This design comes from an exercise in tuning for small area on the open sky130 flow, not from production work. Function was checked by simulation only, so behaviour that the tests miss may differ from the original. Power and IR drop assume default switching activity.

== the previous run ==
==> flow/design.v (excerpt) <==
module pixel_window (
   input  logic                      clk,
   input  logic                      rst_n,
   input  logic                      frame_start,
   input  pw_ctrl_pkg::group_count_t num_groups,
   input  logic                      col_valid,
   input  pw_data_pkg::pixel_group_u data0,
   input  pw_data_pkg::pixel_group_u data1,
   input  pw_data_pkg::pixel_group_u data2,
   input  logic                      rd_en,
   input  pw_ctrl_pkg::group_idx_t   rd_group,
   output logic                      window_ready,
   output logic                      out_valid,
   output pw_data_pkg::feature_t     feature1,
   output pw_data_pkg::feature_t     feature2,
   output pw_data_pkg::feature_t     feature3,
   output pw_data_pkg::feature_t     feature4
);
   logic                    load;
   logic                    col_last;
   pw_ctrl_pkg::group_idx_t wr_group;
   logic                    rd_fire;
   logic [3-1:0][8-1:0][3*4*8-1:0] win_data;
   window_loader u_loader (
      .clk          (clk),
      .rst_n        (rst_n),
      .frame_start  (frame_start),
      .num_groups   (num_groups),
      .col_valid    (col_valid),
      .rd_en        (rd_en),
      .load         (load),
      .col_last     (col_last),
      .wr_group     (wr_group),
      .rd_fire      (rd_fire),
      .window_ready (window_ready)
   );
   column_bank_array u_banks (
      .clk      (clk),
      .rst_n    (rst_n),
      .load     (load),
      .col_last (col_last),
      .wr_group (wr_group),
      .data0    (data0),
      .data1    (data1),
      .data2    (data2),
      .win_data (win_data)
   );
   window_assembler u_assembler (
      .clk         (clk),
      .rst_n       (rst_n),
      .frame_start (frame_start),
      .rd_fire     (rd_fire),
      .rd_group    (rd_group),
  ...
Size: roughly 4900 cells after synthesis, roughly 3200 flip-flops, ~0.11 sq mm of cells after synthesis.
Settings: LEC_CHECK=0, CAP_MARGIN=20, CORE_MARGIN=2, CORE_UTILIZATION=40, SLEW_MARGIN=20; clock period 5.0 ns.
standard.sh (not shown) runs the stock make flow with config.mk's settings and CLKGATE_MAP_FILE= SYNTH_SCRIPT=/design/flow/synth_recipe.tcl, a recipe that flattens the netlist after the stock synthesis.
==> flow/flow/run.sh <==
#!/bin/bash
# Standard ORFS layout with three changes:
#  - port buffers use the smallest plain buffer (repair_design still resizes them as needed)
#  - CTS without dummy loads, with larger sink clusters on clkbuf_16
# Full make output goes to standard.log in the work folder; ORFS step logs stay under orfs/logs.
set -euo pipefail
cd "$(dirname "$0")/.."
bash standard.sh \
  "BUFFER_PORTS_ARGS=-buffer_cell sky130_fd_sc_hd__buf_1" \
  "CTS_ARGS=-sink_clustering_enable -repair_clock_nets -dont_use_dummy_load -buf_list sky130_fd_sc_hd__clkbuf_16 -sink_clustering_size 30 -sink_clustering_max_diameter 80" \
  finish > standard.log 2>&1
The previous run went all the way through synthesis, placement and routing and the layout is clean on timing, DRC and antenna.
The inputs of the current run differ from those of the previous run as listed below.
==> flow/run.sh (new file) <==
#!/bin/bash
# synth_recipe.tcl (not shown) runs the flow's synth.tcl, then flattens the netlist and writes it again
# the make line also repeats each setting of config.mk as NAME=value (left out here)
make -C /OpenROAD-flow-scripts/flow DESIGN_CONFIG=/design/flow/config.mk WORK_HOME=/design/flow/orfs CLKGATE_MAP_FILE= SYNTH_SCRIPT=/design/flow/synth_recipe.tcl finish
removed: flow/flow/run.sh
removed: flow/standard.sh
Notes after the runs:
Changes observed in the current run relative to the previous run: worst hold slack increased by 0.25 ns relative to the old numbers; number of vias in the routed layout increased by 2.9% relative to the old numbers; part of the power in combinational logic closely matched the old numbers; logic depth of the worst setup path including buffers increased by 1 relative to the old numbers.

* * *

== build 8 ==
The RTL this note starts from:
==> flow/design.v <==
`default_nettype none
package pw_data_pkg;
   typedef logic [8-1:0] pixel_t;
   typedef logic [4*8-1:0] pixel_group_u;
   typedef logic [3*3*8-1:0] feature_t;
endpackage
`default_nettype wire
`default_nettype none
package pw_ctrl_pkg;
   typedef logic [3-1:0] group_idx_t;
   typedef logic [3:0] group_count_t;
   typedef logic [$clog2(4)-1:0] bank_slot_t;
   typedef logic [1:0] col_count_t;
endpackage
`default_nettype wire
`timescale 1ns/1ps
`default_nettype none
module window_loader (
   input  logic                      clk,
   input  logic                      rst_n,
   input  logic                      frame_start,
   input  pw_ctrl_pkg::group_count_t num_groups,
   input  logic                      col_valid,
   input  logic                      rd_en,
   output logic                      load,
   output logic                      col_last,
   output logic                      rd_fire,
   output logic                      window_ready
);
   localparam pw_ctrl_pkg::col_count_t full_cols = pw_ctrl_pkg::col_count_t'(3);
   pw_ctrl_pkg::group_idx_t group_cnt;
   pw_ctrl_pkg::col_count_t loaded_cnt;
   assign col_last = col_valid &&
                     (pw_ctrl_pkg::group_count_t'(group_cnt) == num_groups - pw_ctrl_pkg::group_count_t'(1));
   assign load = col_valid && !frame_start;
   always_ff @(posedge clk or negedge rst_n) begin
      if (!rst_n) begin
         group_cnt  <= '0;
         loaded_cnt <= '0;
      end else if (frame_start) begin
         group_cnt  <= '0;
         loaded_cnt <= '0;
      end else if (col_valid) begin
         if (col_last) begin
            group_cnt <= '0;
            if (loaded_cnt != full_cols) begin
               loaded_cnt <= loaded_cnt + pw_ctrl_pkg::col_count_t'(1);
            end
         end else begin
            group_cnt <= group_cnt + pw_ctrl_pkg::group_idx_t'(1);
         end
      end
   end
   always_ff @(posedge clk or negedge rst_n) begin
      if (!rst_n) begin
         window_ready <= 1'b0;
      end else if (frame_start) begin
         window_ready <= 1'b0;
      end else if (col_last && loaded_cnt == full_cols - pw_ctrl_pkg::col_count_t'(1)) begin
         window_ready <= 1'b1;
      end
   end
   assign rd_fire  = rd_en && window_ready;
endmodule
`default_nettype wire
`timescale 1ns/1ps
`default_nettype none
module column_bank (
   input  logic                                                       clk,
   input  logic [8-1:0]                                  wr_en,
   input  logic [8-1:0][3*4*8-1:0] wr_data,
   output logic [8-1:0][3*4*8-1:0] col_data
);
   for (genvar g = 0; g < 8; g++) begin : g_word
      always_ff @(posedge clk) begin
         if (wr_en[g]) begin
            col_data[g] <= wr_data[g];
         end
      end
   end
endmodule
`default_nettype wire
`timescale 1ns/1ps
`default_nettype none
module column_bank_array (
   input  logic                                              clk,
   input  logic                                              rst_n,
   input  logic                                              load,
   input  logic                                              col_last,
   input  pw_data_pkg::pixel_group_u                         data0,
   input  pw_data_pkg::pixel_group_u                         data1,
   input  pw_data_pkg::pixel_group_u                         data2,
   output logic [3-1:0][8-1:0][3*4*8-1:0] win_data
);
   localparam int W = 3*4*8;
   localparam int G = 8;
   logic [W-1:0]         in_word1, in_word2;
   logic                 in_valid1, in_valid2;
   logic                 in_last1, in_last2;
   logic                 in_hold2, in_keep2;
   logic [G-1:1][W-1:0]  fill_data;
   logic [G-1:0][W-1:0]  next_col;
   always_ff @(posedge clk) begin
      in_word1 <= {data2, data1, data0};
      in_word2 <= in_word1;
   end
   always_ff @(posedge clk or negedge rst_n) begin
      if (!rst_n) begin
         in_valid1 <= 1'b0;
         in_last1  <= 1'b0;
         in_valid2 <= 1'b0;
         in_last2  <= 1'b0;
         in_hold2  <= 1'b1;
         in_keep2  <= 1'b1;
      end else begin
         in_valid1 <= load;
         in_last1  <= load && col_last;
         in_valid2 <= in_valid1;
         in_last2  <= in_last1;
         in_hold2  <= !in_valid1;
         in_keep2  <= !in_last1;
      end
   end
   assign next_col = {~in_word2, fill_data};
   always_ff @(posedge clk) begin
      fill_data <= (next_col[G-1:1] & {((G-1)*W){in_valid2}}) |
                   (fill_data       & {((G-1)*W){in_hold2}});
   end
   always_ff @(posedge clk) begin
      win_data[2] <= (next_col    & {(G*W){in_last2}}) | (win_data[2] & {(G*W){in_keep2}});
      win_data[1] <= (win_data[2] & {(G*W){in_last2}}) | (win_data[1] & {(G*W){in_keep2}});
      win_data[0] <= (win_data[1] & {(G*W){in_last2}}) | (win_data[0] & {(G*W){in_keep2}});
   end
endmodule
`default_nettype wire
`timescale 1ns/1ps
`default_nettype none
module window_assembler (
   input  logic                                              clk,
   input  logic                                              rst_n,
   input  logic                                              frame_start,
   input  logic                                              rd_fire,
   input  pw_ctrl_pkg::group_count_t                         num_groups,
   input  pw_ctrl_pkg::group_idx_t                           rd_group,
   input  logic [3-1:0][8-1:0][3*4*8-1:0] win_data,
   output logic                                              out_valid,
   output pw_data_pkg::feature_t                             feature1,
   output pw_data_pkg::feature_t                             feature2,
   output pw_data_pkg::feature_t                             feature3,
   output pw_data_pkg::feature_t                             feature4
);
   logic                    fire_d;
   pw_ctrl_pkg::group_idx_t grp_d;
   logic [8-1:0] sel_q;    
   pw_data_pkg::feature_t   feat [4];
   always_ff @(posedge clk or negedge rst_n) begin
      if (!rst_n) begin
         fire_d    <= 1'b0;
         out_valid <= 1'b0;
      end else if (frame_start) begin
         fire_d    <= 1'b0;
         out_valid <= 1'b0;
      end else begin
         fire_d    <= rd_fire;
         out_valid <= fire_d;
      end
   end
   always_ff @(posedge clk) begin
      grp_d <= rd_group - pw_ctrl_pkg::group_idx_t'(num_groups);
      for (int g = 0; g < 8; g++) begin
         sel_q[g] <= (grp_d != pw_ctrl_pkg::group_idx_t'(g));
      end
   end
   for (genvar c = 0; c < 3; c++) begin : g_col
      logic [3*4*8-1:0] word;
      always_comb begin
         word = '1;
         for (int g = 0; g < 8; g++) begin
            word = word & (win_data[c][g] | {(3*4*8){sel_q[g]}});
         end
         word = ~word;
      end
      for (genvar r = 0; r < 3; r++) begin : g_row
         for (genvar k = 0; k < 4; k++) begin : g_lane
            assign feat[k][(r*3 + c)*8 +: 8] =
                   word[(r*4 + k)*8 +: 8];
         end
      end
   end
   assign feature1 = feat[0];
   assign feature2 = feat[1];
   assign feature3 = feat[2];
   assign feature4 = feat[3];
endmodule
`default_nettype wire
`timescale 1ns/1ps
`default_nettype none
module pixel_window (
   input  logic                      clk,
   input  logic                      rst_n,
   input  logic                      frame_start,
   input  pw_ctrl_pkg::group_count_t num_groups,
   input  logic                      col_valid,
   input  pw_data_pkg::pixel_group_u data0,
   input  pw_data_pkg::pixel_group_u data1,
   input  pw_data_pkg::pixel_group_u data2,
   input  logic                      rd_en,
   input  pw_ctrl_pkg::group_idx_t   rd_group,
   output logic                      window_ready,
   output logic                      out_valid,
   output pw_data_pkg::feature_t     feature1,
   output pw_data_pkg::feature_t     feature2,
   output pw_data_pkg::feature_t     feature3,
   output pw_data_pkg::feature_t     feature4
);
   logic                    load;
   logic                    col_last;
   logic                    rd_fire;
   logic [3-1:0][8-1:0][3*4*8-1:0] win_data;
   window_loader u_loader (
      .clk          (clk),
      .rst_n        (rst_n),
      .frame_start  (frame_start),
      .num_groups   (num_groups),
      .col_valid    (col_valid),
      .rd_en        (rd_en),
      .load         (load),
      .col_last     (col_last),
      .rd_fire      (rd_fire),
      .window_ready (window_ready)
   );
   column_bank_array u_banks (
      .clk      (clk),
      .rst_n    (rst_n),
      .load     (load),
      .col_last (col_last),
      .data0    (data0),
      .data1    (data1),
      .data2    (data2),
      .win_data (win_data)
   );
   window_assembler u_assembler (
      .clk         (clk),
      .rst_n       (rst_n),
      .frame_start (frame_start),
      .rd_fire     (rd_fire),
      .num_groups  (num_groups),
      .rd_group    (rd_group),
      .win_data    (win_data),
      .out_valid   (out_valid),
      .feature1    (feature1),
      .feature2    (feature2),
      .feature3    (feature3),
      .feature4    (feature4)
   );
endmodule
`default_nettype wire
Settings: LEC_CHECK=0, CAP_MARGIN=20, CORE_MARGIN=2, CORE_UTILIZATION=60, PLACE_DENSITY=0.75, SLEW_MARGIN=20; clock period 5.0 ns.
==> flow/flow/run.sh <==
#!/bin/bash
# Standard ORFS layout with three changes:
#  - port buffers use the smallest plain buffer (repair_design still resizes them as needed)
#  - CTS without dummy loads, with larger sink clusters on clkbuf_16
# Full make output goes to standard.log in the work folder; ORFS step logs stay under orfs/logs.
set -euo pipefail
cd "$(dirname "$0")/.."
bash standard.sh \
  "BUFFER_PORTS_ARGS=-buffer_cell sky130_fd_sc_hd__buf_1" \
  "CTS_ARGS=-sink_clustering_enable -repair_clock_nets -dont_use_dummy_load -buf_list sky130_fd_sc_hd__clkbuf_16 -sink_clustering_size 30 -sink_clustering_max_diameter 80" \
  finish > standard.log 2>&1
Build 8 ended with every stage complete and zero timing, DRC or antenna violations.
> inputs changed (build 8 -> build 64)
==> flow/flow/run.sh <==
#!/bin/bash
# Standard ORFS layout with two changes:
#  - port buffers use the smallest plain buffer (repair_design still resizes them as needed)
#  - CTS without dummy loads; sink clusters of up to 20 flip-flops on clkbuf_8,
#    the tree above them on clkbuf_16
# Full make output goes to standard.log in the work folder; ORFS step logs stay under orfs/logs.
set -euo pipefail
cd "$(dirname "$0")/.."
bash standard.sh \
  "BUFFER_PORTS_ARGS=-buffer_cell sky130_fd_sc_hd__buf_1" \
  "CTS_ARGS=-sink_clustering_enable -repair_clock_nets -dont_use_dummy_load -buf_list sky130_fd_sc_hd__clkbuf_16 -sink_clustering_buffer sky130_fd_sc_hd__clkbuf_8 -sink_clustering_size 20 -sink_clustering_max_diameter 50" \
  finish > standard.log 2>&1
==> comparison <==
- Changes observed in build 64 relative to build 8: detailed-routed wire length on met2 barely changed; proportion of power drawn by combinational gates +0.2 points; sequential cell fraction of total power higher; total power moved down.
- Sequential-to-total area share from yosys stat: build 8 vs build 64 identical
- Looking at build 64 and build 8, the utilization is a wash.
- Compared with build 8, build 64 shows a mean routed wirelength per cell that is about 0.4% lower.
- Number of inserted filler cells in the final layout essentially unchanged between build 64 and build 8.
#### Input delta (build 24 over build 64)
- PLACE_DENSITY no longer set, was 0.75
- CORE_UTILIZATION now 40, was 60
==> flow/flow/run.sh <==
#!/bin/bash
# Standard ORFS layout with three changes:
#  - port buffers use the smallest plain buffer (repair_design still resizes them as needed)
#  - CTS without dummy loads, with larger sink clusters on clkbuf_16
# Full make output goes to standard.log in the work folder; ORFS step logs stay under orfs/logs.
set -euo pipefail
cd "$(dirname "$0")/.."
bash standard.sh \
  "BUFFER_PORTS_ARGS=-buffer_cell sky130_fd_sc_hd__buf_1" \
  "CTS_ARGS=-sink_clustering_enable -repair_clock_nets -dont_use_dummy_load -buf_list sky130_fd_sc_hd__clkbuf_16 -sink_clustering_size 30 -sink_clustering_max_diameter 80" \
  finish > standard.log 2>&1
Results
Global-route wire length before repair, build 24 vs build 64: up by a few percent. Clock period minus final worst setup slack, build 64 and build 24: higher on build 64. Build 24 reports a higher highest attainable clock frequency than build 64 does.

## port drivers added, routing unchanged
The results above use ideal ports. As a check the final layouts listed here were re-extracted and re-timed, cells and wires unchanged.
Step 1 (the two cells are an assumption about what drives the block):
set clk [get_ports {clk}]
set_driving_cell -lib_cell sky130_fd_sc_hd__clkbuf_16 $clk
set_driving_cell -lib_cell sky130_fd_sc_hd__buf_2 [delete_from_list [all_inputs] $clk]
Step 2 times the ports against the registers' clock, not the clock port: input delays grow and output delays shrink by t, the midpoint of the rising clock arrivals with the driver on.
Slacks: ideal ports / drivers / drivers and shift; pairs: ideal ports / drivers.
run | t, ns | setup WS [ns] | worst setup path after step 2 | worst register clock-pin slew, ns | worst data-port slew with drivers (ns)
the previous run | 0.910 | 0.876 / 0.785 / 1.695 | register to output | 0.11 / 0.11 | 0.24
the current run | 0.930 | 0.740 / 0.650 / 1.580 | register to output | 0.07 / 0.07 | 0.17
build 8 | 0.889 | 0.627 / 0.536 / 1.425 | register to output | 0.12 / 0.12 | 0.16
build 64 | 0.878 | 0.619 / 0.529 / 1.407 | register to output | 0.12 / 0.12 | 0.13
build 24 | 0.865 | 0.724 / 0.630 / 1.495 | register to output | 0.11 / 0.11 | 0.15
After both steps setup and hold are still met in every run listed.
